This is an optimization exercise on Yosys and OpenROAD, whose aim is small area, a short achievable clock period and few clock cycles per item, not a production implementation.
At most, simulation tests tie the RTL to the original design; equivalence was not proved.
For run 1, only the layout was checked, not whether the RTL still works.
No activity file was given, so power comes from the tool's default toggle rates.

--- flow/flow/run.sh ---
#!/bin/bash
# Standard layout, with plain buf_1 port buffers and timing repair aimed 6 ns
# below the clock period.
set -euo pipefail
bash standard.sh SETUP_SLACK_MARGIN=6 'BUFFER_PORTS_ARGS=-buffer_cell sky130_fd_sc_hd__buf_1' finish > standard_flow.log 2>&1
--- flow/config.mk ---
export PLATFORM = sky130hd
export DESIGN_NAME = tilt_orientation_qualifier_core
export DESIGN_NICKNAME = tilt_orientation_qualifier_core
export VERILOG_FILES = /design/flow/design.v
export SDC_FILE = /design/flow/constraint.sdc
export NUM_CORES = 4
export LEC_CHECK = 0
export CAP_MARGIN = 20
export CORE_MARGIN = 2
export CORE_UTILIZATION = 40
export SLEW_MARGIN = 20
export SYNTH_HIERARCHICAL = 1
--- flow/design.v ---
package tlt_pkg;
    localparam int SAMPLE_WIDTH = 16;
    localparam int TIME_W       = 32;
    localparam int PROD_W       = SAMPLE_WIDTH + 10;
    localparam int IN_TDATA_W   = ((TIME_W + 2 * SAMPLE_WIDTH + 7) / 8) * 8;
    localparam int IN_PAD_W     = IN_TDATA_W - TIME_W - 2 * SAMPLE_WIDTH;
    localparam int OUT_TDATA_W  = 8;
    localparam int MT_W         = 27;
    localparam int MT_NG        = 1 + (MT_W - 1 - 8) / 2;
    localparam logic [1:0] REG_TILT_THRESHOLD = 2'd0;
    localparam logic [1:0] REG_AXIS_MARGIN    = 2'd1;
    localparam logic [1:0] REG_POLL_INTERVAL  = 2'd2;
    localparam logic [1:0] REG_STABLE_TIME    = 2'd3;
    localparam logic [14:0] TILT_THRESHOLD_RST = 15'd4096;
    localparam logic [9:0]  AXIS_MARGIN_RST    = 10'd320;
    localparam logic [15:0] POLL_INTERVAL_RST  = 16'd100;
    localparam logic [15:0] STABLE_TIME_RST    = 16'd300;
    typedef struct packed {
        logic [14:0] tilt_level;
        logic [9:0]  axis_margin_q8;
        logic [15:0] poll_interval_ms;
        logic [15:0] hold_ms;
    } tlt_cfg_t;
    typedef struct packed {
        logic       ambiguous;
        logic [1:0] quadrant;
    } tlt_class_t;
    typedef struct packed {
        logic [1:0] quadrant;
        logic       changed;
    } tlt_result_t;
endpackage
import tlt_pkg::*;
module tlt_carry #(parameter int W = 16)
(
    input  logic [W-1:0] a,
    input  logic [W-1:0] b,
    input  logic         ci,
    output logic         co
);
    logic [W:0] g;
    logic [W:0] p;
    always_comb
    begin
        g = {a & b, ci};
        p = {a | b, 1'b0};
        for (int d = 1; d <= W; d = d * 2)
            for (int i = W; i >= d; i--)
            begin
                g[i] = g[i] | (p[i] & g[i-d]);
                p[i] = p[i] & p[i-d];
            end
        co = g[W];
    end
endmodule
module tlt_inc #(parameter int W = 16)
(
    input  logic [W-1:0] a,
    input  logic         ci,
    output logic [W:0]   y
);
    logic [W:0] c;
    always_comb
    begin
        c = {a, ci};
        for (int d = 1; d <= W; d = d * 2)
            for (int i = W; i >= d; i--)
                c[i] = c[i] & c[i-d];
        for (int i = 0; i < W; i++)
            y[i] = a[i] ^ (i == 0 ? ci : c[i == 0 ? 0 : i]);
        y[W] = c[W];
    end
endmodule
module tlt_margin_tree
(
    input  logic [14:0]       pu,
    input  logic              ps,
    input  logic [14:0]       nqu,       
    input  logic              nqs,       
    input  logic [9:0]        m,
    output logic [MT_NG-1:0]  grp_g,
    output logic [MT_NG-1:0]  grp_p,
    output logic              top_x
);
    localparam int W = MT_W;
    logic [W-1:0] h0, h1;
    logic [W-2:0] bg;
    logic [W-2:0] bp;
    logic t1, t2, t3, t4, t5, t6, t7, t8, t9, t10, t11, t12, t13, t14, t15, t16, t17, t18, t19, t20, t21, t22, t23, t24, t25, t26, t27, t28, t29, t30, t31, t32, t33, t34, t35, t36, t37, t38, t39, t40, t41, t42, t43, t44, t45, t46, t47, t48, t49, t50, t51, t52, t53, t54, t55, t56, t57, t58, t59, t60, t61, t62, t63, t64, t65, t66, t67, t68, t69, t70, t71, t72, t73, t74, t75, t76, t77, t78, t79, t80, t81, t82, t83, t84, t85, t86, t87, t88, t89, t90, t91, t92, t93, t94, t95, t96, t97, t98, t99, t100, t101, t102, t103, t104, t105, t106, t107, t108, t109, t110, t111, t112, t113, t114, t115, t116, t117, t118, t119, t120, t121, t122, t123, t124, t125, t126, t127, t128, t129, t130, t131, t132, t133, t134, t135, t136, t137, t138, t139, t140, t141, t142, t143, t144, t145, t146, t147, t148, t149, t150, t151, t152, t153, t154, t155, t156, t157, t158, t159, t160, t161, t162, t163, t164, t165, t166, t167, t168, t169, t170, t171, t172, t173, t174, t175, t176, t177, t178, t179, t180, t181, t182, t183, t184, t185, t186, t187, t188, t189, t190, t191, t192, t193, t194, t195, t196, t197, t198, t199, t200, t201, t202, t203, t204, t205, t206, t207, t208, t209, t210, t211, t212, t213, t214, t215, t216, t217, t218, t219, t220, t221, t222, t223, t224, t225, t226, t227, t228, t229, t230, t231, t232, t233, t234, t235, t236, t237, t238, t239, t240, t241, t242, t243, t244, t245, t246, t247, t248, t249, t250, t251, t252, t253, t254, t255, t256, t257, t258, t259, t260, t261, t262, t263, t264, t265, t266, t267, t268, t269, t270, t271, t272, t273, t274, t275, t276, t277, t278, t279, t280, t281, t282, t283, t284, t285, t286, t287, t288, t289, t290, t291, t292, t293, t294, t295, t296, t297, t298, t299, t300, t301, t302, t303, t304, t305, t306, t307, t308, t309, t310, t311, t312, t313, t314, t315, t316, t317, t318, t319, t320, t321, t322, t323, t324, t325, t326, t327, t328, t329, t330, t331, t332, t333, t334, t335, t336, t337, t338, t339, t340, t341, t342, t343, t344, t345, t346, t347, t348, t349, t350, t351, t352, t353, t354, t355, t356, t357, t358, t359, t360, t361, t362, t363, t364, t365, t366, t367, t368, t369, t370, t371, t372, t373, t374, t375, t376, t377, t378, t379, t380, t381, t382, t383, t384, t385, t386, t387, t388, t389, t390, t391, t392, t393, t394, t395, t396, t397, t398, t399, t400, t401, t402, t403, t404, t405, t406, t407, t408, t409, t410, t411, t412, t413, t414, t415, t416, t417, t418, t419, t420, t421, t422, t423, t424, t425, t426, t427, t428, t429, t430, t431, t432, t433, t434, t435, t436, t437, t438, t439, t440, t441, t442, t443, t444, t445, t446, t447, t448, t449, t450, t451, t452, t453, t454, t455, t456, t457, t458, t459, t460;
    assign t1 = (m[0] & pu[0]);
    assign t2 = (ps & m[0]);
    assign t3 = (m[0] & pu[1]);
    assign t4 = (m[1] & pu[0]);
    assign t5 = (ps & m[1]);
    assign t6 = (m[0] & pu[2]);
    assign t7 = (m[1] & pu[1]);
    assign t8 = (m[2] & pu[0]);
    assign t9 = (ps & m[2]);
    assign t10 = (m[0] & pu[3]);
    assign t11 = (m[1] & pu[2]);
    assign t12 = (m[2] & pu[1]);
    assign t13 = (m[3] & pu[0]);
    assign t14 = (ps & m[3]);
    assign t15 = (m[0] & pu[4]);
    assign t16 = (m[1] & pu[3]);
    assign t17 = (m[2] & pu[2]);
    assign t18 = (m[3] & pu[1]);
    assign t19 = (m[4] & pu[0]);
    assign t20 = (ps & m[4]);
    assign t21 = (m[0] & pu[5]);
    assign t22 = (m[1] & pu[4]);
    assign t23 = (m[2] & pu[3]);
    assign t24 = (m[3] & pu[2]);
    assign t25 = (m[4] & pu[1]);
    assign t26 = (m[5] & pu[0]);
    assign t27 = (ps & m[5]);
    assign t28 = (m[0] & pu[6]);
    assign t29 = (m[1] & pu[5]);
    assign t30 = (m[2] & pu[4]);
    assign t31 = (m[3] & pu[3]);
    assign t32 = (m[4] & pu[2]);
    assign t33 = (m[5] & pu[1]);
    assign t34 = (m[6] & pu[0]);
    assign t35 = (ps & m[6]);
    assign t36 = (m[0] & pu[7]);
    assign t37 = (m[1] & pu[6]);
    assign t38 = (m[2] & pu[5]);
    assign t39 = (m[3] & pu[4]);
    assign t40 = (m[4] & pu[3]);
    assign t41 = (m[5] & pu[2]);
    assign t42 = (m[6] & pu[1]);
    assign t43 = (m[7] & pu[0]);
    assign t44 = (ps & m[7]);
    assign t45 = (m[0] & pu[8]);
    assign t46 = (m[1] & pu[7]);
    assign t47 = (m[2] & pu[6]);
    assign t48 = (m[3] & pu[5]);
    assign t49 = (m[4] & pu[4]);
    assign t50 = (m[5] & pu[3]);
    assign t51 = (m[6] & pu[2]);
    assign t52 = (m[7] & pu[1]);
    assign t53 = (m[8] & pu[0]);
    assign t54 = (ps & m[8]);
    assign t55 = nqu[0];
    assign t56 = nqs;
    assign t57 = (m[0] & pu[9]);
    assign t58 = (m[1] & pu[8]);
    assign t59 = (m[2] & pu[7]);
    assign t60 = (m[3] & pu[6]);
    assign t61 = (m[4] & pu[5]);
    assign t62 = (m[5] & pu[4]);
    assign t63 = (m[6] & pu[3]);
    assign t64 = (m[7] & pu[2]);
    assign t65 = (m[8] & pu[1]);
    assign t66 = (m[9] & pu[0]);
    assign t67 = (ps & m[9]);
    assign t68 = nqu[1];
    assign t69 = (m[0] & pu[10]);
    assign t70 = (m[1] & pu[9]);
    assign t71 = (m[2] & pu[8]);
    assign t72 = (m[3] & pu[7]);
    assign t73 = (m[4] & pu[6]);
    assign t74 = (m[5] & pu[5]);
    assign t75 = (m[6] & pu[4]);
    assign t76 = (m[7] & pu[3]);
    assign t77 = (m[8] & pu[2]);
    assign t78 = (m[9] & pu[1]);
    assign t79 = nqu[2];
    assign t80 = (m[0] & pu[11]);
    assign t81 = (m[1] & pu[10]);
    assign t82 = (m[2] & pu[9]);
    assign t83 = (m[3] & pu[8]);
    assign t84 = (m[4] & pu[7]);
    assign t85 = (m[5] & pu[6]);
    assign t86 = (m[6] & pu[5]);
    assign t87 = (m[7] & pu[4]);
    assign t88 = (m[8] & pu[3]);
    assign t89 = (m[9] & pu[2]);
    assign t90 = nqu[3];
    assign t91 = (m[0] & pu[12]);
    assign t92 = (m[1] & pu[11]);
    assign t93 = (m[2] & pu[10]);
    assign t94 = (m[3] & pu[9]);
    assign t95 = (m[4] & pu[8]);
    assign t96 = (m[5] & pu[7]);
    assign t97 = (m[6] & pu[6]);
    assign t98 = (m[7] & pu[5]);
    assign t99 = (m[8] & pu[4]);
    assign t100 = (m[9] & pu[3]);
    assign t101 = nqu[4];
    assign t102 = (m[0] & pu[13]);
    assign t103 = (m[1] & pu[12]);
    assign t104 = (m[2] & pu[11]);
    assign t105 = (m[3] & pu[10]);
    assign t106 = (m[4] & pu[9]);
    assign t107 = (m[5] & pu[8]);
    assign t108 = (m[6] & pu[7]);
    assign t109 = (m[7] & pu[6]);
    assign t110 = (m[8] & pu[5]);
    assign t111 = (m[9] & pu[4]);
    assign t112 = nqu[5];
    assign t113 = (m[0] & pu[14]);
    assign t114 = (m[1] & pu[13]);
    assign t115 = (m[2] & pu[12]);
    assign t116 = (m[3] & pu[11]);
    assign t117 = (m[4] & pu[10]);
    assign t118 = (m[5] & pu[9]);
    assign t119 = (m[6] & pu[8]);
    assign t120 = (m[7] & pu[7]);
    assign t121 = (m[8] & pu[6]);
    assign t122 = (m[9] & pu[5]);
    assign t123 = nqu[6];
    assign t124 = (m[1] & pu[14]);
    assign t125 = (m[2] & pu[13]);
    assign t126 = (m[3] & pu[12]);
    assign t127 = (m[4] & pu[11]);
    assign t128 = (m[5] & pu[10]);
    assign t129 = (m[6] & pu[9]);
    assign t130 = (m[7] & pu[8]);
    assign t131 = (m[8] & pu[7]);
    assign t132 = (m[9] & pu[6]);
    assign t133 = nqu[7];
    assign t134 = (m[2] & pu[14]);
    assign t135 = (m[3] & pu[13]);
    assign t136 = (m[4] & pu[12]);
    assign t137 = (m[5] & pu[11]);
    assign t138 = (m[6] & pu[10]);
    assign t139 = (m[7] & pu[9]);
    assign t140 = (m[8] & pu[8]);
    assign t141 = (m[9] & pu[7]);
    assign t142 = nqu[8];
    assign t143 = (m[3] & pu[14]);
    assign t144 = (m[4] & pu[13]);
    assign t145 = (m[5] & pu[12]);
    assign t146 = (m[6] & pu[11]);
    assign t147 = (m[7] & pu[10]);
    assign t148 = (m[8] & pu[9]);
    assign t149 = (m[9] & pu[8]);
    assign t150 = nqu[9];
    assign t151 = (m[4] & pu[14]);
    assign t152 = (m[5] & pu[13]);
    assign t153 = (m[6] & pu[12]);
    assign t154 = (m[7] & pu[11]);
    assign t155 = (m[8] & pu[10]);
    assign t156 = (m[9] & pu[9]);
    assign t157 = nqu[10];
    assign t158 = (m[5] & pu[14]);
    assign t159 = (m[6] & pu[13]);
    assign t160 = (m[7] & pu[12]);
    assign t161 = (m[8] & pu[11]);
    assign t162 = (m[9] & pu[10]);
    assign t163 = nqu[11];
    assign t164 = (m[6] & pu[14]);
    assign t165 = (m[7] & pu[13]);
    assign t166 = (m[8] & pu[12]);
    assign t167 = (m[9] & pu[11]);
    assign t168 = nqu[12];
    assign t169 = (m[7] & pu[14]);
    assign t170 = (m[8] & pu[13]);
    assign t171 = (m[9] & pu[12]);
    assign t172 = nqu[13];
    assign t173 = (m[8] & pu[14]);
    assign t174 = (m[9] & pu[13]);
    assign t175 = nqu[14];
    assign t176 = (m[9] & pu[14]);
    assign t177 = t45 ^ t46 ^ t47;
    assign t178 = (t45 & t46) | (t45 & t47) | (t46 & t47);
    assign t179 = t48 ^ t49;
    assign t180 = t48 & t49;
    assign t181 = t57 ^ t58 ^ t59;
    assign t182 = (t57 & t58) | (t57 & t59) | (t58 & t59);
    assign t183 = t60 ^ t61 ^ t62;
    assign t184 = (t60 & t61) | (t60 & t62) | (t61 & t62);
    assign t185 = t63 ^ t64;
    assign t186 = t63 & t64;
    assign t187 = t69 ^ t70 ^ t71;
    assign t188 = (t69 & t70) | (t69 & t71) | (t70 & t71);
    assign t189 = t72 ^ t73 ^ t74;
    assign t190 = (t72 & t73) | (t72 & t74) | (t73 & t74);
    assign t191 = t75 ^ t76;
    assign t192 = t75 & t76;
    assign t193 = t80 ^ t81 ^ t82;
    assign t194 = (t80 & t81) | (t80 & t82) | (t81 & t82);
    assign t195 = t83 ^ t84 ^ t85;
    assign t196 = (t83 & t84) | (t83 & t85) | (t84 & t85);
    assign t197 = t86 ^ t87;
    assign t198 = t86 & t87;
    assign t199 = t91 ^ t92 ^ t93;
    assign t200 = (t91 & t92) | (t91 & t93) | (t92 & t93);
    assign t201 = t94 ^ t95 ^ t96;
    assign t202 = (t94 & t95) | (t94 & t96) | (t95 & t96);
    assign t203 = t97 ^ t98;
    assign t204 = t97 & t98;
    assign t205 = t102 ^ t103 ^ t104;
    assign t206 = (t102 & t103) | (t102 & t104) | (t103 & t104);
    assign t207 = t105 ^ t106 ^ t107;
    assign t208 = (t105 & t106) | (t105 & t107) | (t106 & t107);
    assign t209 = t108 ^ t109;
    assign t210 = t108 & t109;
    assign t211 = t113 ^ t114 ^ t115;
    assign t212 = (t113 & t114) | (t113 & t115) | (t114 & t115);
    assign t213 = t116 ^ t117 ^ t118;
    assign t214 = (t116 & t117) | (t116 & t118) | (t117 & t118);
    assign t215 = t119 ^ t120;
    assign t216 = t119 & t120;
    assign t217 = t124 ^ t125 ^ t126;
    assign t218 = (t124 & t125) | (t124 & t126) | (t125 & t126);
    assign t219 = t127 ^ t128 ^ t129;
    assign t220 = (t127 & t128) | (t127 & t129) | (t128 & t129);
    assign t221 = t134 ^ t135 ^ t136;
    assign t222 = (t134 & t135) | (t134 & t136) | (t135 & t136);
    assign t223 = t21 ^ t22;
    assign t224 = t21 & t22;
    assign t225 = t28 ^ t29 ^ t30;
    assign t226 = (t28 & t29) | (t28 & t30) | (t29 & t30);
    assign t227 = t31 ^ t32;
    assign t228 = t31 & t32;
    assign t229 = t36 ^ t37 ^ t38;
    assign t230 = (t36 & t37) | (t36 & t38) | (t37 & t38);
    assign t231 = t39 ^ t40 ^ t41;
    assign t232 = (t39 & t40) | (t39 & t41) | (t40 & t41);
    assign t233 = t42 ^ t43;
    assign t234 = t42 & t43;
    assign t235 = t177 ^ t179 ^ t50;
    assign t236 = (t177 & t179) | (t177 & t50) | (t179 & t50);
    assign t237 = t51 ^ t52 ^ t53;
    assign t238 = (t51 & t52) | (t51 & t53) | (t52 & t53);
    assign t239 = t54 ^ t55 ^ t56;
    assign t240 = (t54 & t55) | (t54 & t56) | (t55 & t56);
    assign t241 = t181 ^ t183 ^ t185;
    assign t242 = (t181 & t183) | (t181 & t185) | (t183 & t185);
    assign t243 = t65 ^ t66 ^ t67;
    assign t244 = (t65 & t66) | (t65 & t67) | (t66 & t67);
    assign t245 = t68 ^ t178 ^ t180;
    assign t246 = (t68 & t178) | (t68 & t180) | (t178 & t180);
    assign t247 = t187 ^ t189 ^ t191;
    assign t248 = (t187 & t189) | (t187 & t191) | (t189 & t191);
    assign t249 = t77 ^ t78 ^ t79;
    assign t250 = (t77 & t78) | (t77 & t79) | (t78 & t79);
    assign t251 = t182 ^ t184 ^ t186;
    assign t252 = (t182 & t184) | (t182 & t186) | (t184 & t186);
    assign t253 = t193 ^ t195 ^ t197;
    assign t254 = (t193 & t195) | (t193 & t197) | (t195 & t197);
    assign t255 = t88 ^ t89 ^ t90;
    assign t256 = (t88 & t89) | (t88 & t90) | (t89 & t90);
    assign t257 = t188 ^ t190 ^ t192;
    assign t258 = (t188 & t190) | (t188 & t192) | (t190 & t192);
    assign t259 = t199 ^ t201 ^ t203;
    assign t260 = (t199 & t201) | (t199 & t203) | (t201 & t203);
    assign t261 = t99 ^ t100 ^ t101;
    assign t262 = (t99 & t100) | (t99 & t101) | (t100 & t101);
    assign t263 = t194 ^ t196 ^ t198;
    assign t264 = (t194 & t196) | (t194 & t198) | (t196 & t198);
    assign t265 = t205 ^ t207 ^ t209;
    assign t266 = (t205 & t207) | (t205 & t209) | (t207 & t209);
    assign t267 = t110 ^ t111 ^ t112;
    assign t268 = (t110 & t111) | (t110 & t112) | (t111 & t112);
    assign t269 = t200 ^ t202 ^ t204;
    assign t270 = (t200 & t202) | (t200 & t204) | (t202 & t204);
    assign t271 = t211 ^ t213 ^ t215;
    assign t272 = (t211 & t213) | (t211 & t215) | (t213 & t215);
    assign t273 = t121 ^ t122 ^ t123;
    assign t274 = (t121 & t122) | (t121 & t123) | (t122 & t123);
    assign t275 = t206 ^ t208 ^ t210;
    assign t276 = (t206 & t208) | (t206 & t210) | (t208 & t210);
    assign t277 = t217 ^ t219 ^ t130;
    assign t278 = (t217 & t219) | (t217 & t130) | (t219 & t130);
    assign t279 = t131 ^ t132 ^ t133;
    assign t280 = (t131 & t132) | (t131 & t133) | (t132 & t133);
    assign t281 = t212 ^ t214 ^ t216;
    assign t282 = (t212 & t214) | (t212 & t216) | (t214 & t216);
    assign t283 = t221 ^ t137 ^ t138;
    assign t284 = (t221 & t137) | (t221 & t138) | (t137 & t138);
    assign t285 = t139 ^ t140 ^ t141;
    assign t286 = (t139 & t140) | (t139 & t141) | (t140 & t141);
    assign t287 = t142 ^ t218 ^ t220;
    assign t288 = (t142 & t218) | (t142 & t220) | (t218 & t220);
    assign t289 = t143 ^ t144 ^ t145;
    assign t290 = (t143 & t144) | (t143 & t145) | (t144 & t145);
    assign t291 = t146 ^ t147 ^ t148;
    assign t292 = (t146 & t147) | (t146 & t148) | (t147 & t148);
    assign t293 = t149 ^ t150 ^ t222;
    assign t294 = (t149 & t150) | (t149 & t222) | (t150 & t222);
    assign t295 = t151 ^ t152 ^ t153;
    assign t296 = (t151 & t152) | (t151 & t153) | (t152 & t153);
    assign t297 = t154 ^ t155 ^ t156;
    assign t298 = (t154 & t155) | (t154 & t156) | (t155 & t156);
    assign t299 = t158 ^ t159 ^ t160;
    assign t300 = (t158 & t159) | (t158 & t160) | (t159 & t160);
    assign t301 = t10 ^ t11;
    assign t302 = t10 & t11;
    assign t303 = t15 ^ t16 ^ t17;
    assign t304 = (t15 & t16) | (t15 & t17) | (t16 & t17);
    assign t305 = t18 ^ t19;
    assign t306 = t18 & t19;
    assign t307 = t223 ^ t23 ^ t24;
    assign t308 = (t223 & t23) | (t223 & t24) | (t23 & t24);
    assign t309 = t25 ^ t26 ^ t27;
    assign t310 = (t25 & t26) | (t25 & t27) | (t26 & t27);
    assign t311 = t225 ^ t227 ^ t33;
    assign t312 = (t225 & t227) | (t225 & t33) | (t227 & t33);
    assign t313 = t34 ^ t35 ^ t224;
    assign t314 = (t34 & t35) | (t34 & t224) | (t35 & t224);
    assign t315 = t229 ^ t231 ^ t233;
    assign t316 = (t229 & t231) | (t229 & t233) | (t231 & t233);
    assign t317 = t44 ^ t226 ^ t228;
    assign t318 = (t44 & t226) | (t44 & t228) | (t226 & t228);
    assign t319 = t235 ^ t237 ^ t239;
    assign t320 = (t235 & t237) | (t235 & t239) | (t237 & t239);
    assign t321 = t230 ^ t232 ^ t234;
    assign t322 = (t230 & t232) | (t230 & t234) | (t232 & t234);
    assign t323 = t241 ^ t243 ^ t245;
    assign t324 = (t241 & t243) | (t241 & t245) | (t243 & t245);
    assign t325 = t236 ^ t238 ^ t240;
    assign t326 = (t236 & t238) | (t236 & t240) | (t238 & t240);
    assign t327 = t247 ^ t249 ^ t251;
    assign t328 = (t247 & t249) | (t247 & t251) | (t249 & t251);
    assign t329 = t242 ^ t244 ^ t246;
    assign t330 = (t242 & t244) | (t242 & t246) | (t244 & t246);
    assign t331 = t253 ^ t255 ^ t257;
    assign t332 = (t253 & t255) | (t253 & t257) | (t255 & t257);
    assign t333 = t248 ^ t250 ^ t252;
    assign t334 = (t248 & t250) | (t248 & t252) | (t250 & t252);
    assign t335 = t259 ^ t261 ^ t263;
    assign t336 = (t259 & t261) | (t259 & t263) | (t261 & t263);
    assign t337 = t254 ^ t256 ^ t258;
    assign t338 = (t254 & t256) | (t254 & t258) | (t256 & t258);
    assign t339 = t265 ^ t267 ^ t269;
    assign t340 = (t265 & t267) | (t265 & t269) | (t267 & t269);
    assign t341 = t260 ^ t262 ^ t264;
    assign t342 = (t260 & t262) | (t260 & t264) | (t262 & t264);
    assign t343 = t271 ^ t273 ^ t275;
    assign t344 = (t271 & t273) | (t271 & t275) | (t273 & t275);
    assign t345 = t266 ^ t268 ^ t270;
    assign t346 = (t266 & t268) | (t266 & t270) | (t268 & t270);
    assign t347 = t277 ^ t279 ^ t281;
    assign t348 = (t277 & t279) | (t277 & t281) | (t279 & t281);
    assign t349 = t272 ^ t274 ^ t276;
    assign t350 = (t272 & t274) | (t272 & t276) | (t274 & t276);
    assign t351 = t283 ^ t285 ^ t287;
    assign t352 = (t283 & t285) | (t283 & t287) | (t285 & t287);
    assign t353 = t278 ^ t280 ^ t282;
    assign t354 = (t278 & t280) | (t278 & t282) | (t280 & t282);
    assign t355 = t289 ^ t291 ^ t293;
    assign t356 = (t289 & t291) | (t289 & t293) | (t291 & t293);
    assign t357 = t284 ^ t286 ^ t288;
    assign t358 = (t284 & t286) | (t284 & t288) | (t286 & t288);
    assign t359 = t295 ^ t297 ^ t157;
    assign t360 = (t295 & t297) | (t295 & t157) | (t297 & t157);
    assign t361 = t290 ^ t292 ^ t294;
    assign t362 = (t290 & t292) | (t290 & t294) | (t292 & t294);
    assign t363 = t299 ^ t161 ^ t162;
    assign t364 = (t299 & t161) | (t299 & t162) | (t161 & t162);
    assign t365 = t163 ^ t296 ^ t298;
    assign t366 = (t163 & t296) | (t163 & t298) | (t296 & t298);
    assign t367 = t164 ^ t165 ^ t166;
    assign t368 = (t164 & t165) | (t164 & t166) | (t165 & t166);
    assign t369 = t167 ^ t168 ^ t300;
    assign t370 = (t167 & t168) | (t167 & t300) | (t168 & t300);
    assign t371 = t169 ^ t170 ^ t171;
    assign t372 = (t169 & t170) | (t169 & t171) | (t170 & t171);
    assign t373 = t6 ^ t7;
    assign t374 = t6 & t7;
    assign t375 = t301 ^ t12 ^ t13;
    assign t376 = (t301 & t12) | (t301 & t13) | (t12 & t13);
    assign t377 = t303 ^ t305 ^ t20;
    assign t378 = (t303 & t305) | (t303 & t20) | (t305 & t20);
    assign t379 = t307 ^ t309 ^ t304;
    assign t380 = (t307 & t309) | (t307 & t304) | (t309 & t304);
    assign t381 = t311 ^ t313 ^ t308;
    assign t382 = (t311 & t313) | (t311 & t308) | (t313 & t308);
    assign t383 = t315 ^ t317 ^ t312;
    assign t384 = (t315 & t317) | (t315 & t312) | (t317 & t312);
    assign t385 = t319 ^ t321 ^ t316;
    assign t386 = (t319 & t321) | (t319 & t316) | (t321 & t316);
    assign t387 = t323 ^ t325 ^ t320;
    assign t388 = (t323 & t325) | (t323 & t320) | (t325 & t320);
    assign t389 = t327 ^ t329 ^ t324;
    assign t390 = (t327 & t329) | (t327 & t324) | (t329 & t324);
    assign t391 = t331 ^ t333 ^ t328;
    assign t392 = (t331 & t333) | (t331 & t328) | (t333 & t328);
    assign t393 = t335 ^ t337 ^ t332;
    assign t394 = (t335 & t337) | (t335 & t332) | (t337 & t332);
    assign t395 = t339 ^ t341 ^ t336;
    assign t396 = (t339 & t341) | (t339 & t336) | (t341 & t336);
    assign t397 = t343 ^ t345 ^ t340;
    assign t398 = (t343 & t345) | (t343 & t340) | (t345 & t340);
    assign t399 = t347 ^ t349 ^ t344;
    assign t400 = (t347 & t349) | (t347 & t344) | (t349 & t344);
    assign t401 = t351 ^ t353 ^ t348;
    assign t402 = (t351 & t353) | (t351 & t348) | (t353 & t348);
    assign t403 = t355 ^ t357 ^ t352;
    assign t404 = (t355 & t357) | (t355 & t352) | (t357 & t352);
    assign t405 = t359 ^ t361 ^ t356;
    assign t406 = (t359 & t361) | (t359 & t356) | (t361 & t356);
    assign t407 = t363 ^ t365 ^ t360;
    assign t408 = (t363 & t365) | (t363 & t360) | (t365 & t360);
    assign t409 = t367 ^ t369 ^ t364;
    assign t410 = (t367 & t369) | (t367 & t364) | (t369 & t364);
    assign t411 = t371 ^ t172 ^ t368;
    assign t412 = (t371 & t172) | (t371 & t368) | (t172 & t368);
    assign t413 = t173 ^ t174 ^ t175;
    assign t414 = (t173 & t174) | (t173 & t175) | (t174 & t175);
    assign t415 = t3 ^ t4;
    assign t416 = t3 & t4;
    assign t417 = t373 ^ t8 ^ t9;
    assign t418 = (t373 & t8) | (t373 & t9) | (t8 & t9);
    assign t419 = t375 ^ t14 ^ t374;
    assign t420 = (t375 & t14) | (t375 & t374) | (t14 & t374);
    assign t421 = t377 ^ t302 ^ t376;
    assign t422 = (t377 & t302) | (t377 & t376) | (t302 & t376);
    assign t423 = t379 ^ t306 ^ t378;
    assign t424 = (t379 & t306) | (t379 & t378) | (t306 & t378);
    assign t425 = t381 ^ t310 ^ t380;
    assign t426 = (t381 & t310) | (t381 & t380) | (t310 & t380);
    assign t427 = t383 ^ t314 ^ t382;
    assign t428 = (t383 & t314) | (t383 & t382) | (t314 & t382);
    assign t429 = t385 ^ t318 ^ t384;
    assign t430 = (t385 & t318) | (t385 & t384) | (t318 & t384);
    assign t431 = t387 ^ t322 ^ t386;
    assign t432 = (t387 & t322) | (t387 & t386) | (t322 & t386);
    assign t433 = t389 ^ t326 ^ t388;
    assign t434 = (t389 & t326) | (t389 & t388) | (t326 & t388);
    assign t435 = t391 ^ t330 ^ t390;
    assign t436 = (t391 & t330) | (t391 & t390) | (t330 & t390);
    assign t437 = t393 ^ t334 ^ t392;
    assign t438 = (t393 & t334) | (t393 & t392) | (t334 & t392);
    assign t439 = t395 ^ t338 ^ t394;
    assign t440 = (t395 & t338) | (t395 & t394) | (t338 & t394);
    assign t441 = t397 ^ t342 ^ t396;
    assign t442 = (t397 & t342) | (t397 & t396) | (t342 & t396);
    assign t443 = t399 ^ t346 ^ t398;
    assign t444 = (t399 & t346) | (t399 & t398) | (t346 & t398);
    assign t445 = t401 ^ t350 ^ t400;
    assign t446 = (t401 & t350) | (t401 & t400) | (t350 & t400);
    assign t447 = t403 ^ t354 ^ t402;
    assign t448 = (t403 & t354) | (t403 & t402) | (t354 & t402);
    assign t449 = t405 ^ t358 ^ t404;
    assign t450 = (t405 & t358) | (t405 & t404) | (t358 & t404);
    assign t451 = t407 ^ t362 ^ t406;
    assign t452 = (t407 & t362) | (t407 & t406) | (t362 & t406);
    assign t453 = t409 ^ t366 ^ t408;
    assign t454 = (t409 & t366) | (t409 & t408) | (t366 & t408);
    assign t455 = t411 ^ t370 ^ t410;
    assign t456 = (t411 & t370) | (t411 & t410) | (t370 & t410);
    assign t457 = t413 ^ t372 ^ t412;
    assign t458 = (t413 & t372) | (t413 & t412) | (t372 & t412);
    assign t459 = t176 ^ 1'b1 ^ t414;
    assign t460 = (t176 & 1'b1) | (t176 & t414) | (1'b1 & t414);
    assign h0[0] = t1;
    assign h1[0] = t2;
    assign h0[1] = t415;
    assign h1[1] = t5;
    assign h0[2] = t417;
    assign h1[2] = t416;
    assign h0[3] = t419;
    assign h1[3] = t418;
    assign h0[4] = t421;
    assign h1[4] = t420;
    assign h0[5] = t423;
    assign h1[5] = t422;
    assign h0[6] = t425;
    assign h1[6] = t424;
    assign h0[7] = t427;
    assign h1[7] = t426;
    assign h0[8] = t429;
    assign h1[8] = t428;
    assign h0[9] = t431;
    assign h1[9] = t430;
    assign h0[10] = t433;
    assign h1[10] = t432;
    assign h0[11] = t435;
    assign h1[11] = t434;
    assign h0[12] = t437;
    assign h1[12] = t436;
    assign h0[13] = t439;
    assign h1[13] = t438;
    assign h0[14] = t441;
    assign h1[14] = t440;
    assign h0[15] = t443;
    assign h1[15] = t442;
    assign h0[16] = t445;
    assign h1[16] = t444;
    assign h0[17] = t447;
    assign h1[17] = t446;
    assign h0[18] = t449;
    assign h1[18] = t448;
    assign h0[19] = t451;
    assign h1[19] = t450;
    assign h0[20] = t453;
    assign h1[20] = t452;
    assign h0[21] = t455;
    assign h1[21] = t454;
    assign h0[22] = t457;
    assign h1[22] = t456;
    assign h0[23] = t459;
    assign h1[23] = t458;
    assign h0[24] = 1'b1;
    assign h1[24] = t460;
    assign h0[25] = 1'b1;
    assign h1[25] = 1'b0;
    assign h0[26] = 1'b1;
    assign h1[26] = 1'b0;
    assign bg = h0[W-2:0] & h1[W-2:0];
    assign bp = h0[W-2:0] | h1[W-2:0];
    tlt_carry #(8) u_low (.a(h0[7:0]), .b(h1[7:0]), .ci(1'b0), .co(grp_g[0]));
    assign grp_p[0] = 1'b0;
    for (genvar j = 1; j < MT_NG; j++)
    begin : g_grp
        assign grp_g[j] = bg[2*j+7] | (bp[2*j+7] & bg[2*j+6]);
        assign grp_p[j] = bp[2*j+7] & bp[2*j+6];
    end
    assign top_x = h0[W-1] ^ h1[W-1];
endmodule
module tlt_margin_sign
(
    input  logic [MT_NG-1:0] grp_g,
    input  logic [MT_NG-1:0] grp_p,
    input  logic             top_x,
    output logic             flag
);
    logic c_top;
    tlt_carry #(MT_NG) u_top (.a(grp_g), .b(grp_g | grp_p), .ci(1'b0), .co(c_top));
    assign flag = top_x ^ c_top;
endmodule
module tlt_classify_prep
(
    input  logic signed [SAMPLE_WIDTH-1:0] accel_x,
    input  logic signed [SAMPLE_WIDTH-1:0] accel_y,
    input  logic                           big_m,      
    output logic [SAMPLE_WIDTH-2:0]        pu,
    output logic                           ps,
    output logic [SAMPLE_WIDTH-2:0]        nqu,        
    output logic                           nqs,
    output logic                           sx,
    output logic                           sy,
    output logic                           y_big,      
    output logic                           both_zero
);
    logic [SAMPLE_WIDTH-2:0] ux;
    logic [SAMPLE_WIDTH-2:0] uy;
    logic [SAMPLE_WIDTH-2:0] fu;
    logic                    fs;
    logic [SAMPLE_WIDTH-2:0] su;
    logic                    ss;
    assign sx = accel_x[SAMPLE_WIDTH-1];
    assign sy = accel_y[SAMPLE_WIDTH-1];
    assign ux = accel_x[SAMPLE_WIDTH-2:0] ^ {(SAMPLE_WIDTH-1){sx}};
    assign uy = accel_y[SAMPLE_WIDTH-2:0] ^ {(SAMPLE_WIDTH-1){sy}};
    logic c_ge;
    logic c_add;
    tlt_carry #(SAMPLE_WIDTH-1) u_ge  (.a(accel_y[SAMPLE_WIDTH-2:0]), .b(~accel_x[SAMPLE_WIDTH-2:0]),
                                       .ci(1'b1), .co(c_ge));
    tlt_carry #(SAMPLE_WIDTH-1) u_add (.a(accel_y[SAMPLE_WIDTH-2:0]), .b(accel_x[SAMPLE_WIDTH-2:0]),
                                       .ci(1'b0), .co(c_add));
    assign y_big = (sx ^ sy) ? (c_add ^ sy) : (c_ge ^ sx);
    assign both_zero = (accel_x == '0) && (accel_y == '0);
    assign fu = big_m ? ux : uy;
    assign fs = big_m ? sx : sy;
    assign su = big_m ? uy : ux;
    assign ss = big_m ? sy : sx;
    assign pu = y_big ? fu : su;
    assign ps = y_big ? fs : ss;
    assign nqu = ~(y_big ? su : fu);
    assign nqs = ~(y_big ? ss : fs);
endmodule
module tlt_classify
(
    input  logic [SAMPLE_WIDTH-2:0] pu,
    input  logic                    ps,
    input  logic [SAMPLE_WIDTH-2:0] nqu,
    input  logic                    nqs,
    input  logic                    sx,
    input  logic                    sy,
    input  logic                    y_big,
    input  logic                    both_zero,
    input  tlt_pkg::tlt_cfg_t       cfg,
    output logic [MT_NG-1:0]        grp_g,
    output logic [MT_NG-1:0]        grp_p,
    output logic                    top_x,
    output tlt_pkg::tlt_class_t     cls0,      
    output tlt_pkg::tlt_class_t     cls1       
);
    logic                    big_m;
    logic [SAMPLE_WIDTH-2:0] lu;
    logic                    ls;
    logic [SAMPLE_WIDTH-1:0] lv;
    logic                    not_below;
    logic [1:0]              quad_x;
    logic [1:0]              quad_y;
    assign big_m = |cfg.axis_margin_q8[9:8];
    tlt_margin_tree u_mt (
        .pu    (pu),
        .ps    (ps),
        .nqu   (nqu),
        .nqs   (nqs),
        .m     (cfg.axis_margin_q8),
        .grp_g (grp_g),
        .grp_p (grp_p),
        .top_x (top_x)
    );
    assign lu = big_m ? ~nqu : pu;
    assign ls = big_m ? !nqs : ps;
    tlt_inc #(SAMPLE_WIDTH-1) u_inc (.a(lu), .ci(ls), .y(lv));
    tlt_carry #(SAMPLE_WIDTH) u_thr (.a(lv), .b(~{1'b0, cfg.tilt_level}), .ci(1'b1), .co(not_below));
    assign quad_y = sy ? 2'd1 : 2'd3;
    assign quad_x = sx ? 2'd2 : 2'd0;
    always_comb
    begin
        cls0.ambiguous = !not_below || big_m || both_zero;
        cls0.quadrant  = y_big ? quad_y : quad_x;
        cls1.ambiguous = !not_below || (!big_m && both_zero);
        cls1.quadrant  = (y_big || !big_m) ? quad_y : quad_x;
    end
endmodule
import tlt_pkg::*;
module tlt_since
(
    input  logic [31:0] now,
    input  logic [31:0] since,
    input  logic [15:0] lim,
    output logic        ok
);
    logic [31:0] ns;
    logic [15:0] nl;
    logic [15:0] s;
    logic [15:0] k;
    logic        b;
    logic        kk;
    logic        ok_lo;
    logic [15:0] x;
    logic [15:0] o;
    logic [15:0] z;
    logic        hi_zero;
    assign ns = ~since;
    assign nl = ~lim;
    tlt_carry #(16) u_b (.a(now[15:0]), .b(ns[15:0]), .ci(1'b1), .co(b));
    assign s = now[15:0] ^ ns[15:0] ^ nl;
    assign k = (now[15:0] & ns[15:0]) | (now[15:0] & nl) | (ns[15:0] & nl);
    tlt_carry #(15) u_kk (.a(s[15:1]), .b(k[14:0]), .ci(1'b1), .co(kk));
    assign ok_lo = b ? (k[15] & kk) : (k[15] | kk);
    assign x = now[31:16] ^ ns[31:16];
    assign o = now[31:16] | ns[31:16];
    always_comb
    begin
        z[0] = x[0] == b;
        for (int i = 1; i < 16; i++)
            z[i] = x[i] == o[i-1];
    end
    assign hi_zero = &z;
    assign ok = !hi_zero || ok_lo;
endmodule
module tlt_qualify
(
    input  logic              clk,
    input  logic              rst_n,
    input  logic              fire,         
    input  logic [TIME_W-1:0] now_ms,       
    input  logic              fire_q,       
    input  logic              sample_ok,    
    input  tlt_pkg::tlt_class_t        cls,          
    input  tlt_pkg::tlt_cfg_t          cfg,
    output tlt_pkg::tlt_result_t       res           
);
    logic [1:0]        committed_reg;
    logic [1:0]        committed_next;
    logic [1:0]        pending_reg;
    logic [1:0]        pending_next;
    logic [TIME_W-1:0] start_reg;
    logic [TIME_W-1:0] last_reg;
    logic              take_reg;
    logic              poll_ok;
    logic              hold_ok;
    logic              take;
    logic              set_start;
    logic              changed;
    tlt_since u_poll (.now(now_ms), .since(last_reg), .lim(cfg.poll_interval_ms), .ok(poll_ok));
    assign take = fire && poll_ok;
    always_ff @(posedge clk or negedge rst_n)
    begin
        if (!rst_n)
            last_reg <= '0;
        else if (take)
            last_reg <= now_ms;
    end
    always_ff @(posedge clk)
    begin
        take_reg <= take;
    end
    tlt_since u_hold (.now(last_reg), .since(start_reg), .lim(cfg.hold_ms), .ok(hold_ok));
    always_comb
    begin
        committed_next = committed_reg;
        pending_next   = pending_reg;
        set_start      = 1'b0;
        changed        = 1'b0;
        if (fire_q && take_reg && sample_ok)
        begin
            if (cls.ambiguous || (cls.quadrant == committed_reg))
            begin
                pending_next = committed_reg;
            end
            else if (cls.quadrant != pending_reg)
            begin
                pending_next = cls.quadrant;
                set_start    = 1'b1;
            end
            else if (hold_ok)
            begin
                committed_next = cls.quadrant;
                changed        = 1'b1;
            end
        end
    end
    assign res.quadrant = committed_next;
    assign res.changed  = changed;
    always_ff @(posedge clk or negedge rst_n)
    begin
        if (!rst_n)
        begin
            committed_reg <= 2'd0;
            pending_reg   <= 2'd0;
        end
        else
        begin
            committed_reg <= committed_next;
            pending_reg   <= pending_next;
        end
    end
    always_ff @(posedge clk or negedge rst_n)
    begin
        if (!rst_n)
            start_reg <= '0;
        else if (set_start)
            start_reg <= last_reg;
    end
endmodule
import tlt_pkg::*;
module tilt_orientation_qualifier_core
(
    input  logic                   clk,
    input  logic                   rst_n,
    input  logic                   s_tvalid,
    output logic                   s_tready,
    input  logic [IN_TDATA_W-1:0]  s_tdata,    
    input  logic                   s_tuser,    
    output logic                   m_tvalid,
    input  logic                   m_tready,
    output logic [OUT_TDATA_W-1:0] m_tdata,    
    output logic                   m_tuser,    
    input  logic                   psel,
    input  logic                   penable,
    input  logic                   pwrite,
    input  logic [3:0]             paddr,
    input  logic [31:0]            pwdata,
    output logic [31:0]            prdata,
    output logic                   pready
);
    localparam int QD = 4;    
    tlt_pkg::tlt_cfg_t cfg_reg;
    logic [1:0]        rd_sel_reg;
    logic                    v0_reg;
    logic [TIME_W-1:0]       now0_reg;
    logic                    ok0_reg;
    logic [SAMPLE_WIDTH-2:0] pu0_reg;
    logic                    ps0_reg;
    logic [SAMPLE_WIDTH-2:0] nqu0_reg;
    logic                    nqs0_reg;
    logic                    sx0_reg;
    logic                    sy0_reg;
    logic                    ybig0_reg;
    logic                    zero0_reg;
    logic                    v1_reg;
    logic                    ok1_reg;
    logic [MT_NG-1:0]        grp_g1_reg;
    logic [MT_NG-1:0]        grp_p1_reg;
    logic                    top_x1_reg;
    tlt_pkg::tlt_class_t     cls0_1_reg;
    tlt_pkg::tlt_class_t     cls1_1_reg;
    logic [QD-1:0]           qv_reg;
    logic [3*QD-1:0]         qd_reg;    
    logic [QD:0]             qv_up;
    logic [3*QD+2:0]         qd_up;
    logic [QD-1:0]           qv_sh;
    logic [3*QD-1:0]         qd_sh;
    logic [QD-1:0]           q_put;
    logic [2:0]              cnt_reg;
    logic                    rdy_reg;
    logic                    accept;
    logic                    pop;
    logic                    cfg_wr;
    logic [SAMPLE_WIDTH-2:0] pu;
    logic                    ps;
    logic [SAMPLE_WIDTH-2:0] nqu;
    logic                    nqs;
    logic                    sx;
    logic                    sy;
    logic                    y_big;
    logic                    both_zero;
    logic [MT_NG-1:0]        grp_g;
    logic [MT_NG-1:0]        grp_p;
    logic                    top_x;
    tlt_pkg::tlt_class_t     cls0;
    tlt_pkg::tlt_class_t     cls1;
    logic                    flag;
    tlt_pkg::tlt_class_t     cls;
    tlt_pkg::tlt_result_t    res;
    logic [2:0]              cnt_next;
    assign pready = 1'b1;
    assign cfg_wr = psel && penable && pwrite;
    always_ff @(posedge clk or negedge rst_n)
    begin
        if (!rst_n)
        begin
            cfg_reg.tilt_level       <= TILT_THRESHOLD_RST;
            cfg_reg.axis_margin_q8   <= AXIS_MARGIN_RST;
            cfg_reg.poll_interval_ms <= POLL_INTERVAL_RST;
            cfg_reg.hold_ms          <= STABLE_TIME_RST;
        end
        else if (cfg_wr)
        begin
            case (paddr[3:2])
                REG_TILT_THRESHOLD: cfg_reg.tilt_level       <= pwdata[14:0];
                REG_AXIS_MARGIN:    cfg_reg.axis_margin_q8   <= pwdata[9:0];
                REG_POLL_INTERVAL:  cfg_reg.poll_interval_ms <= pwdata[15:0];
                default:            cfg_reg.hold_ms          <= pwdata[15:0];
            endcase
        end
    end
    always_ff @(posedge clk)
    begin
        rd_sel_reg <= paddr[3:2];
    end
    always_comb
    begin
        case (rd_sel_reg)
            REG_TILT_THRESHOLD: prdata = 32'(cfg_reg.tilt_level);
            REG_AXIS_MARGIN:    prdata = 32'(cfg_reg.axis_margin_q8);
            REG_POLL_INTERVAL:  prdata = 32'(cfg_reg.poll_interval_ms);
            default:            prdata = 32'(cfg_reg.hold_ms);
        endcase
    end
    assign s_tready = rdy_reg;
    assign accept   = s_tvalid && rdy_reg;
    tlt_classify_prep u_prep (
        .accel_x (s_tdata[TIME_W +: SAMPLE_WIDTH]),
        .accel_y (s_tdata[TIME_W + SAMPLE_WIDTH +: SAMPLE_WIDTH]),
        .big_m     (|cfg_reg.axis_margin_q8[9:8]),
        .pu        (pu),
        .ps        (ps),
        .nqu       (nqu),
        .nqs       (nqs),
        .sx        (sx),
        .sy        (sy),
        .y_big     (y_big),
        .both_zero (both_zero)
    );
    always_ff @(posedge clk or negedge rst_n)
    begin
        if (!rst_n)
        begin
            v0_reg <= 1'b0;
            v1_reg <= 1'b0;
        end
        else
        begin
            v0_reg <= accept;
            v1_reg <= v0_reg;
        end
    end
    always_ff @(posedge clk)
    begin
        now0_reg <= s_tdata[TIME_W-1:0];
        ok0_reg  <= s_tuser;
        pu0_reg   <= pu;
        ps0_reg   <= ps;
        nqu0_reg  <= nqu;
        nqs0_reg  <= nqs;
        sx0_reg   <= sx;
        sy0_reg   <= sy;
        ybig0_reg <= y_big;
        zero0_reg <= both_zero;
    end
    tlt_classify u_classify (
        .pu        (pu0_reg),
        .ps        (ps0_reg),
        .nqu       (nqu0_reg),
        .nqs       (nqs0_reg),
        .sx        (sx0_reg),
        .sy        (sy0_reg),
        .y_big     (ybig0_reg),
        .both_zero (zero0_reg),
        .cfg       (cfg_reg),
        .grp_g     (grp_g),
        .grp_p     (grp_p),
        .top_x     (top_x),
        .cls0      (cls0),
        .cls1      (cls1)
    );
    always_ff @(posedge clk)
    begin
        ok1_reg  <= ok0_reg;
        grp_g1_reg <= grp_g;
        grp_p1_reg <= grp_p;
        top_x1_reg <= top_x;
        cls0_1_reg <= cls0;
        cls1_1_reg <= cls1;
    end
    tlt_margin_sign u_sign (
        .grp_g (grp_g1_reg),
        .grp_p (grp_p1_reg),
        .top_x (top_x1_reg),
        .flag  (flag)
    );
    assign cls = flag ? cls1_1_reg : cls0_1_reg;
    tlt_qualify u_qualify (
        .clk       (clk),
        .rst_n     (rst_n),
        .fire      (v0_reg),
        .now_ms    (now0_reg),
        .fire_q    (v1_reg),
        .sample_ok (ok1_reg),
        .cls       (cls),
        .cfg       (cfg_reg),
        .res       (res)
    );
    assign pop = qv_reg[0] && m_tready;
    always_comb
    begin
        qv_up  = {1'b0, qv_reg};
        qd_up  = {3'b000, qd_reg};
        qv_sh  = pop ? qv_up[QD:1] : qv_reg;
        qd_sh  = pop ? qd_up[3*QD+2:3] : qd_reg;
        for (int i = 0; i < QD; i++)
            q_put[i] = v1_reg && !qv_sh[i] && (i == 0 || qv_sh[i == 0 ? 0 : i - 1]);
    end
    always_ff @(posedge clk or negedge rst_n)
    begin
        if (!rst_n)
            qv_reg <= '0;
        else
            qv_reg <= qv_sh | q_put;
    end
    always_ff @(posedge clk)
    begin
        for (int i = 0; i < QD; i++)
            qd_reg[3*i +: 3] <= q_put[i] ? {res.changed, res.quadrant} : qd_sh[3*i +: 3];
    end
    assign cnt_next = cnt_reg + 3'(accept) - 3'(pop);
    always_ff @(posedge clk or negedge rst_n)
    begin
        if (!rst_n)
        begin
            cnt_reg <= '0;
            rdy_reg <= 1'b0;
        end
        else
        begin
            cnt_reg <= cnt_next;
            rdy_reg <= (cnt_next < 3'(QD));
        end
    end
    assign m_tvalid = qv_reg[0];
    assign m_tdata  = {(OUT_TDATA_W - 2)'(0), qd_reg[1:0]};
    assign m_tuser  = qd_reg[2];
endmodule
--- flow/constraint.sdc ---
create_clock -name core_clock -period 10.5 [get_ports {clk}]
set_input_delay 2.1000 -clock core_clock [delete_from_list [all_inputs] [get_ports {clk}]]
set_output_delay 2.1000 -clock core_clock [all_outputs]
set_load 0.01 [all_outputs]
--- flow/standard.sh ---
#!/bin/bash
# synth_recipe.tcl (not shown) runs the flow's synth.tcl, then flattens the netlist and writes it again
# the make line also repeats each setting of config.mk as NAME=value (left out here)
make -C /OpenROAD-flow-scripts/flow DESIGN_CONFIG=/design/flow/config.mk WORK_HOME=/design/flow/orfs CLKGATE_MAP_FILE= SYNTH_SCRIPT=/design/flow/synth_recipe.tcl "${@:-finish}"
==> results.json, run 1 <==
{
  "status": "finished clean",
  "vias": 12480,
  "ys_seq_area_frac": 0.317,
  "synthMuxAreaShare": 0.130,
  "syn_area_um2": 18200,
  "wl_per_cell_um": 17.0,
  "grt_remaining_overflow": 0,
  "clk_path_buf_depth": 3,
  "timing.final.crit_share": 0.412,
  "fin_crit_ps": 4320,
  "grt_max_degree": 58,
  "cts_tree": "yes",
  "worstSetupEndpoint": "pu0_reg[4]",
  "critPathArrivalTime_ps": 4780,
  "synth_xor_area_frac": 0.0409,
  "yosys-top-cells-area": "fa_1 (17%), dfrtp_1 (17%), dfxtp_1 (11%)",
  "hold_class": "reg2reg",
  "synthArstFlopShare": 0.547,
  "crit_fanout": 16,
  "yosys.area.top_type": "fa_1",
  "synth_top_cell_area_share": 0.174,
  "largest_reg_flops": 57,
  "placed_area_um2": 19000,
  "antenna_found_initial": 5,
  "hpwl_um": 31300,
  "ys_seq_elements": 247,
  "cap_violations": 0,
  "totalWireLength_um": 41600,
  "multi_input_area_um2": 11000,
  "p_per_area_nw_per_um2": 354,
  "max_slew_margin": 0.324,
  "r2r-start": "grp_g1_reg[7]",
  "hold_violations": 0,
  "setup_tns_ps": 0,
  "required_ps": 10960,
  "drt_iter0_markers": 668,
  "yosysUniqueCellTypes": 78,
  "synth_area_per_cell_um2": 10.6,
  "insertion_delay_ps": 580,
  "ys.flop_type": "dfrtp_1",
  "crit_start": "s_tdata[39]",
  "startpoint_type": "primary input",
  "io_buffer_count": 110,
  "r2r_end": "qd_reg[1]",
  "synthAdderAreaFrac": 0.210,
  "fin_nets": 2130,
  "die_area_um2": 47100,
  "htreeDepth": 1,
  "dieHeight_um": 217,
  "die_x_um": 217,
  "num_rows": 78,
  "grt_setup_unrepaired": "false",
  "synth_compound_area_frac": 0.101,
  "finalSetupViolCount": 0,
  "r2r_slack_ps": 6240,
  "core-area_um2": 45100,
  "io_pins": 152,
  "track_usage": 0.183,
  "place_congestion": 0.852,
  "path_class": "in2reg",
  "yosys_warnings": 15,
  "grt_pass1_wl_um": 69000,
  "clk_root_buffer_cell": "clkbuf_16",
  "cts.clk_slew.worst_paths_ps": 60,
  "drc_errors": 0,
  "ant_nets": 0,
  "max_slew.worst_pin.slew_ps": 1010,
  "finClkSkew_ps": 13.0,
  "synthSimpleGateAreaFrac": 0.113,
  "worstRegToRegCells": 12,
  "utilization": 0.444,
  "num-fill-cells": 4287,
  "fin_area_um2": 20000,
  "post_cts_buffers": 0,
  "synthCells": 1714,
  "vias_per_cell": 5.11,
  "cp-end-kind": "flip-flop",
  "syn2layout_area_growth_pct": 10.3,
  "peakVddDrop_uv": 196,
  "dp.cells": 2384,
  "first_global_vias": 12954,
  "initial_core_util": 0.403,
  "holdBufCountCts": 0,
  "cts_sinks": 247,
  "synth_top_family_by_area": "adder cells",
  "cts_buffers": 28,
  "stdcell_count": 2440,
  "seqCellArea_um2": 5750,
  "drive_above_1_share": 0.156,
  "final_max_slew_viol_count": 0,
  "synth_edf_count": 12,
  "whs_ps": 330,
  "fmax_ghz": 0.231,
  "first_pass_iters": 6,
  "power_leakage_nw": 8.89
}
==> layout make-up <==
cell class	count	area share
well taps	600	0.0375
clock buffers	39	0.0395
inverters	271	0.0508
clock inverters	13	0.0114
multi-input cells	1150	0.550
diodes	3	0.000375
flip-flops and latches	247	0.287
repair buffers	117	0.0236
==> Yosys stat by module (local to each module, per instance), excerpt <==
module,area [um2],cells inside,flops+latches
tlt_qualify,2770,158,69
tlt_margin_tree,4460,483,0
tlt_classify,378,64,0
tlt_since,886,105,0
tlt_classify_prep,893,109,0
tlt_margin_sign,75.1,12,0
tilt_orientation_qualifier_core,5740,357,178
==> worst min path at each step <==
stage                  from  endpoint  depth (start not counted)
finish              ok0_reg   ok1_reg                          0
global route        ok0_reg   ok1_reg                          0
CTS                 ok0_reg   ok1_reg                          0
detailed placement  ok0_reg   ok1_reg                          0
global placement    ok0_reg   ok1_reg                          0
floorplan           ok0_reg   ok1_reg                          0
==> power by group <==
part / total (mW) / internal (mW) / switching, mW / leakage [nW]
logic: 4.33 / 2.02 / 2.31 / 5.79
clock network: 1.07 / 0.654 / 0.418 / 0.495
registers: 1.68 / 1.30 / 0.384 / 2.60
==> kinds of logic after synthesis <==
group | after synthesis
compound gates | 264
other cells | 10
buf+inv | 346
fa+ha+maj | 211
xor+xnor | 84
mux | 191
simple gates | 361
flops | 247
==> critical path, cell delays in order <==
cell     delay, ps
buf_1          240
inv_1          130
a22oi_1        200
o21ai_0        120
a21oi_1        250
o22ai_1        120
a211o_1        270
mux2i_1        220
mux2i_4        180
xnor2_4        540
mux2_2         410
==> through the flow <==
step	setup WS, ps	total power [mW]
after floorplan	6420	4.96
after global placement	5380	5.85
after detailed placement	5330	6.00
after CTS	5990	7.12
after global routing	6030	7.85
final	6180	7.09
==> cell usage after synthesis (37+ instances only) <==
master	n
buf_4	43
dfxtp_1	100
o22ai_1	37
nor2_1	59
inv_1	271
ha_1	49
and2_1	122
fa_1	158
nand2_1	65
a21oi_1	53
mux2_2	128
dfrtp_1	125
xor2_1	53
==> per-layer routing <==
layer,global-route usage,routed length [um],up-vias
met3,0.0299,2180,60
met2,0.305,19600,288
li1,-,-,5864
met5,0,30,-
met4,0.0438,887,4
met1,0.249,18900,6264
==> cells in the final DEF (no fill, tap or decap), types with 20 or more instances in the layout <==
cell and instances:
inv_1 271, fa_1 158, mux2_2 128, dfrtp_1 125
and2_1 122, buf_1 109, dfxtp_1 99, nand2_1 65
nor2_1 59, xor2_1 53, a21oi_1 53, ha_1 49
conb_1 38, o22ai_1 37, nor3_1 34, a31oi_1 32
mux2_4 31, xnor2_1 30, clkbuf_16 28, o21ai_0 27
mux2i_1 20
==> timing repair <==
| item | 4_1_cts | 5_1_grt |
|---|---|---|
| gates resized for setup | 3 | 2 |
| gates cloned | 1 | 0 |
| pin swaps | 1 | 0 |
| endpoints found under the setup margin | 68 | 32 |
==> run 2, diff against run 1 <==
--- a/flow/design.v
+++ b/flow/design.v
@@ -6,7 +6,7 @@
     localparam int IN_PAD_W     = IN_TDATA_W - TIME_W - 2 * SAMPLE_WIDTH;
     localparam int OUT_TDATA_W  = 8;
     localparam int MT_W         = 27;
-    localparam int MT_NG        = 1 + (MT_W - 1 - 8) / 2;
+    localparam int MT_NG        = (MT_W - 1 + 3) / 4;
     localparam logic [1:0] REG_TILT_THRESHOLD = 2'd0;
     localparam logic [1:0] REG_AXIS_MARGIN    = 2'd1;
     localparam logic [1:0] REG_POLL_INTERVAL  = 2'd2;
@@ -84,8 +84,8 @@
 );
     localparam int W = MT_W;
     logic [W-1:0] h0, h1;
-    logic [W-2:0] bg;
-    logic [W-2:0] bp;
+    logic [4*MT_NG-1:0] bg;
+    logic [4*MT_NG-1:0] bp;
     logic t1, t2, t3, t4, t5, t6, t7, t8, t9, t10, t11, t12, t13, t14, t15, t16, t17, t18, t19, t20, t21, t22, t23, t24, t25, t26, t27, t28, t29, t30, t31, t32, t33, t34, t35, t36, t37, t38, t39, t40, t41, t42, t43, t44, t45, t46, t47, t48, t49, t50, t51, t52, t53, t54, t55, t56, t57, t58, t59, t60, t61, t62, t63, t64, t65, t66, t67, t68, t69, t70, t71, t72, t73, t74, t75, t76, t77, t78, t79, t80, t81, t82, t83, t84, t85, t86, t87, t88, t89, t90, t91, t92, t93, t94, t95, t96, t97, t98, t99, t100, t101, t102, t103, t104, t105, t106, t107, t108, t109, t110, t111, t112, t113, t114, t115, t116, t117, t118, t119, t120, t121, t122, t123, t124, t125, t126, t127, t128, t129, t130, t131, t132, t133, t134, t135, t136, t137, t138, t139, t140, t141, t142, t143, t144, t145, t146, t147, t148, t149, t150, t151, t152, t153, t154, t155, t156, t157, t158, t159, t160, t161, t162, t163, t164, t165, t166, t167, t168, t169, t170, t171, t172, t173, t174, t175, t176, t177, t178, t179, t180, t181, t182, t183, t184, t185, t186, t187, t188, t189, t190, t191, t192, t193, t194, t195, t196, t197, t198, t199, t200, t201, t202, t203, t204, t205, t206, t207, t208, t209, t210, t211, t212, t213, t214, t215, t216, t217, t218, t219, t220, t221, t222, t223, t224, t225, t226, t227, t228, t229, t230, t231, t232, t233, t234, t235, t236, t237, t238, t239, t240, t241, t242, t243, t244, t245, t246, t247, t248, t249, t250, t251, t252, t253, t254, t255, t256, t257, t258, t259, t260, t261, t262, t263, t264, t265, t266, t267, t268, t269, t270, t271, t272, t273, t274, t275, t276, t277, t278, t279, t280, t281, t282, t283, t284, t285, t286, t287, t288, t289, t290, t291, t292, t293, t294, t295, t296, t297, t298, t299, t300, t301, t302, t303, t304, t305, t306, t307, t308, t309, t310, t311, t312, t313, t314, t315, t316, t317, t318, t319, t320, t321, t322, t323, t324, t325, t326, t327, t328, t329, t330, t331, t332, t333, t334, t335, t336, t337, t338, t339, t340, t341, t342, t343, t344, t345, t346, t347, t348, t349, t350, t351, t352, t353, t354, t355, t356, t357, t358, t359, t360, t361, t362, t363, t364, t365, t366, t367, t368, t369, t370, t371, t372, t373, t374, t375, t376, t377, t378, t379, t380, t381, t382, t383, t384, t385, t386, t387, t388, t389, t390, t391, t392, t393, t394, t395, t396, t397, t398, t399, t400, t401, t402, t403, t404, t405, t406, t407, t408, t409, t410, t411, t412, t413, t414, t415, t416, t417, t418, t419, t420, t421, t422, t423, t424, t425, t426, t427, t428, t429, t430, t431, t432, t433, t434, t435, t436, t437, t438, t439, t440, t441, t442, t443, t444, t445, t446, t447, t448, t449, t450, t451, t452, t453, t454, t455, t456, t457, t458, t459, t460;
     assign t1 = (m[0] & pu[0]);
     assign t2 = (ps & m[0]);
@@ -601,14 +601,14 @@
     assign h1[25] = 1'b0;
     assign h0[26] = 1'b1;
     assign h1[26] = 1'b0;
-    assign bg = h0[W-2:0] & h1[W-2:0];
-    assign bp = h0[W-2:0] | h1[W-2:0];
-    tlt_carry #(8) u_low (.a(h0[7:0]), .b(h1[7:0]), .ci(1'b0), .co(grp_g[0]));
-    assign grp_p[0] = 1'b0;
-    for (genvar j = 1; j < MT_NG; j++)
+    assign bg = {h0[W-2:0] & h1[W-2:0], {(4*MT_NG-W+1){1'b0}}};
+    assign bp = {h0[W-2:0] | h1[W-2:0], {(4*MT_NG-W+1){1'b0}}};
+    for (genvar j = 0; j < MT_NG; j++)
     begin : g_grp
-        assign grp_g[j] = bg[2*j+7] | (bp[2*j+7] & bg[2*j+6]);
-        assign grp_p[j] = bp[2*j+7] & bp[2*j+6];
+        assign grp_g[j] = bg[4*j+3] | (bp[4*j+3] & bg[4*j+2])
+                        | (bp[4*j+3] & bp[4*j+2] & bg[4*j+1])
+                        | (bp[4*j+3] & bp[4*j+2] & bp[4*j+1] & bg[4*j]);
+        assign grp_p[j] = &bp[4*j +: 4];
     end
     assign top_x = h0[W-1] ^ h1[W-1];
 endmodule
==> results.json, run 2 <==
{
  "finClkSkew_ps": 25.1,
  "first_pass_iters": 5,
  "peakVddDrop_uv": 236,
  "layout_common_cells": "inv_1 (274), fa_1 (158), mux2_2 (128)",
  "power.total_mw": 6.95,
  "switching_share": 0.447,
  "htreeDepth": 1,
  "totalWireLength_um": 42200,
  "insertion_delay_ps": 570,
  "io_pins": 152,
  "synth_area_per_cell_um2": 10.5,
  "post_cts_buffers": 0,
  "grt_remaining_overflow": 0,
  "layout_commonest_cell": "inv_1",
  "crit_fanout": 16,
  "cap_violations": 0,
  "drt_iter0_markers": 684,
  "timing.final.crit_share": 0.413,
  "antenna_found_initial": 4,
  "power.share.sequential": 0.234,
  "path_cells": "buf_1 -> inv_1 -> a22oi_2 -> o211ai_1 -> a21oi_1 -> o22ai_1 -> a211o_1 -> mux2i_1 -> mux2i_4 -> xnor2_4 -> mux2_2",
  "largest_reg_flops": 57,
  "status": "finished clean",
  "required_ps": 10960,
  "drc_errors": 0,
  "initial_core_util": 0.405,
  "grt_max_degree": 60,
  "max_slew_margin": 0.365,
  "holdBufCountCts": 0,
  "yosys.area.top_type": "fa_1",
  "place_congestion": 0.845,
  "power_frac_clock": 0.139,
  "wl_per_cell_um": 17.5,
  "hpwl_um": 31800,
  "hold_violations": 0,
  "cts_sinks": 241,
  "dp.cells": 2365,
  "final_max_slew_viol_count": 0,
  "ant_nets": 0,
  "synth_edf_count": 12,
  "die_area_um2": 46500,
  "max_slew.worst_pin.slew_ps": 951,
  "setup_tns_ps": 0,
  "cts_tree": "yes",
  "num_rows": 77,
  "fin_nets": 2119,
  "track_usage": 0.185,
  "synth.most_common_cell": "inv_1",
  "synthCells": 1702,
  "multi_input_area_um2": 10900,
  "grt_pass1_wl_um": 68800,
  "cts.clk_slew.worst_paths_ps": 60,
  "power_frac_comb": 0.627,
  "intPower_mw": 3.84,
  "critPathArrivalTime_ps": 4790,
  "path_delay_family": "compound AO/OA/AOI/OAI gates",
  "path_class": "in2reg",
  "power_leakage_nw": 8.77,
  "cp-end-kind": "flip-flop",
  "ys_seq_area_frac": 0.314,
  "stdcell_count": 2420,
  "cts_buffers": 28,
  "place_ws_ps": 5270,
  "syn2layout_area_growth_pct": 9.86,
  "whs_ps": 331,
  "finalSetupViolCount": 0,
  "synthArstFlopShare": 0.560,
  "core-area_um2": 44200,
  "fmax_ghz": 0.231,
  "num-fill-cells": 4173,
  "vias": 12434,
  "fin_crit_ps": 4330,
  "clk_path_buf_depth": 3,
  "fin_ws_ps": 6170,
  "path_buf_inv": 2,
  "syn_area_um2": 17900,
  "hold_class": "reg2reg",
  "cp_slowest_stage_delay_ps": 560,
  "clk_root_buffer_cell": "clkbuf_16",
  "yosys_warnings": 14,
  "crit_slowest_cell": "xnor2_4",
  "grt_setup_unrepaired": "false",
  "p_per_area_nw_per_um2": 353,
  "ys_seq_elements": 241,
  "p_switching_mw": 3.10,
  "seqCellArea_um2": 5640,
  "die_x_um": 216,
  "synthTopCellsByCount": "inv_1 (274), fa_1 (158), mux2_2 (128)",
  "yosysUniqueCellTypes": 73,
  "dieHeight_um": 216,
  "first_global_vias": 12827,
  "vias_per_cell": 5.14,
  "startpoint_type": "primary input",
  "io_buffer_count": 110,
  "ys.flop_type": "dfrtp_1",
  "synth_top_cell_area_share": 0.176,
  "drive_above_1_share": 0.154,
  "yosys-top-cells-area": "fa_1 (18%), dfrtp_1 (17%), dfxtp_1 (10%)"
}
run 2: changes by cell type after synthesis, moves of 5 or more:
cell / change
nand2_1: +6
dfxtp_1: -6
o31ai_1: -5
buf_4: -8
nand2b_1: -5
and2_1: +5
clkbuf_1: +12
o21ai_0: +5
run 2: cells by family (layout without fill, tap and decap cells):
| group | count (synthesis) | after routing | synth area share |
|---|---|---|---|
| AND/OR/NAND/NOR | 358 | 358 | 0.110 |
| buffers and inverters | 345 | 443 | 0.0846 |
| AO/OA/AOI/OAI | 259 | 259 | 0.101 |
| flip-flops | 241 | 241 | 0.314 |
| adder cells (fa/ha/maj) | 214 | 214 | 0.215 |
| multiplexers | 191 | 191 | 0.132 |
| XOR/XNOR | 84 | 85 | 0.0415 |
| other | 10 | 37 | 0.00209 |
run 2: final timing paths:
path,cells after the start,end,startpoint,slack [ps]
setup / recovery,11,pu0_reg[8],s_tdata[36],6170
hold / removal,0,ok1_reg,ok0_reg,330
setup reg to reg,11,grp_g1_reg[4],cfg_reg[38],6250
hold reg to reg,0,ok1_reg,ok0_reg,330
max in group asynchronous,2,cfg_reg[37],rst_n,7890
min in group asynchronous,1,u_qualify.last_reg[30],rst_n,1490
run 2: final cells by class:
cell class	count	area share
tap	592	0.0376
antenna	2	0.000254
clock inverter	9	0.00515
multi-input combinational	1142	0.554
inverter	274	0.0522
clock buffer	43	0.0405
sequential	241	0.287
timing repair buffer	117	0.0238
run 2: per-module statistics from Yosys, one instance, submodules excluded, a selection:
module	cell area, um2	flip-flops and latches
tilt_orientation_qualifier_core	5620	172
tlt_classify	378	0
tlt_qualify	2770	69
tlt_since	876	0
tlt_margin_sign	56.3	0
tlt_margin_tree	4520	0
tlt_classify_prep	893	0
run 2: routing by layer:
| layer | vias to the layer above | wire [um] | track usage |
|---|---|---|---|
| met3 | 72 | 2280 | 0.0313 |
| met1 | 6270 | 18900 | 0.249 |
| li1 | 5804 | - | - |
| met5 | - | 30 | 0 |
| met2 | 284 | 20000 | 0.306 |
| met4 | 4 | 1090 | 0.0538 |
run 2: what timing repair did:
action,CTS,global route
gates cloned,1,0
resized for setup,3,4
endpoints found under the setup margin,26,3
pin swaps,1,0
run 2: power groups by stage:
stage                     logic (mW)  clock network (mW)  registers, mW
after floorplan                 3.44                   0           1.46
after global placement          4.25                   0           1.63
after detailed placement        4.36                   0           1.64
after CTS                       4.39               0.993           1.63
after global routing            5.03                1.03           1.68
final                           4.35               0.966           1.63
run 2: per-stage QoR:
step / utilization / instance area (um2)
2_1_floorplan: - / 18000
5_1_grt: 0.445 / 19700
3_5_place_dp: 0.424 / 18700
3_3_place_gp: 0.424 / 18700
4_1_cts: 0.445 / 19700
6_report: 0.445 / 19700
Testbench counts of run 2, summed over its fixed seeds: cycles 16,024, items 16,000.

[what the ideal ports hide]
How much do the figures lean on ideal ports? The routed layouts below were timed once more, with nothing changed but the port constraints.
Step 1, drivers: a clkbuf_16 drives clk and a buf_2 each remaining input, both assumed.
Step 2 adds t to the input delays and takes it off the output delays; t is the mean of the earliest and latest rising clock arrival at the registers after step 1. Input paths then give back, and output paths get back, about the clock's delay inside the block.
Slacks: ideal / step 1 / step 2; pairs: ideal / step 1.
| run | shift t [ns] | slack for setup (ns) | worst hold slack (ns) | worst setup path after step 2 | latest minus earliest clock arrival (ns) |
|---|---|---|---|---|---|
| run 1 | 0.625 | 6.179 / 6.150 / 5.588 | 0.330 / 0.330 / 0.330 | input to register | 0.013 / 0.013 |
| run 2 | 0.618 | 6.167 / 6.154 / 5.583 | 0.331 / 0.331 / 0.331 | input to register | 0.026 / 0.026 |
After both steps setup and hold are still met in every run listed. The setup slack of run 1, which loses most, moves by -0.029 ns with the drivers and by -0.591 ns with both steps.
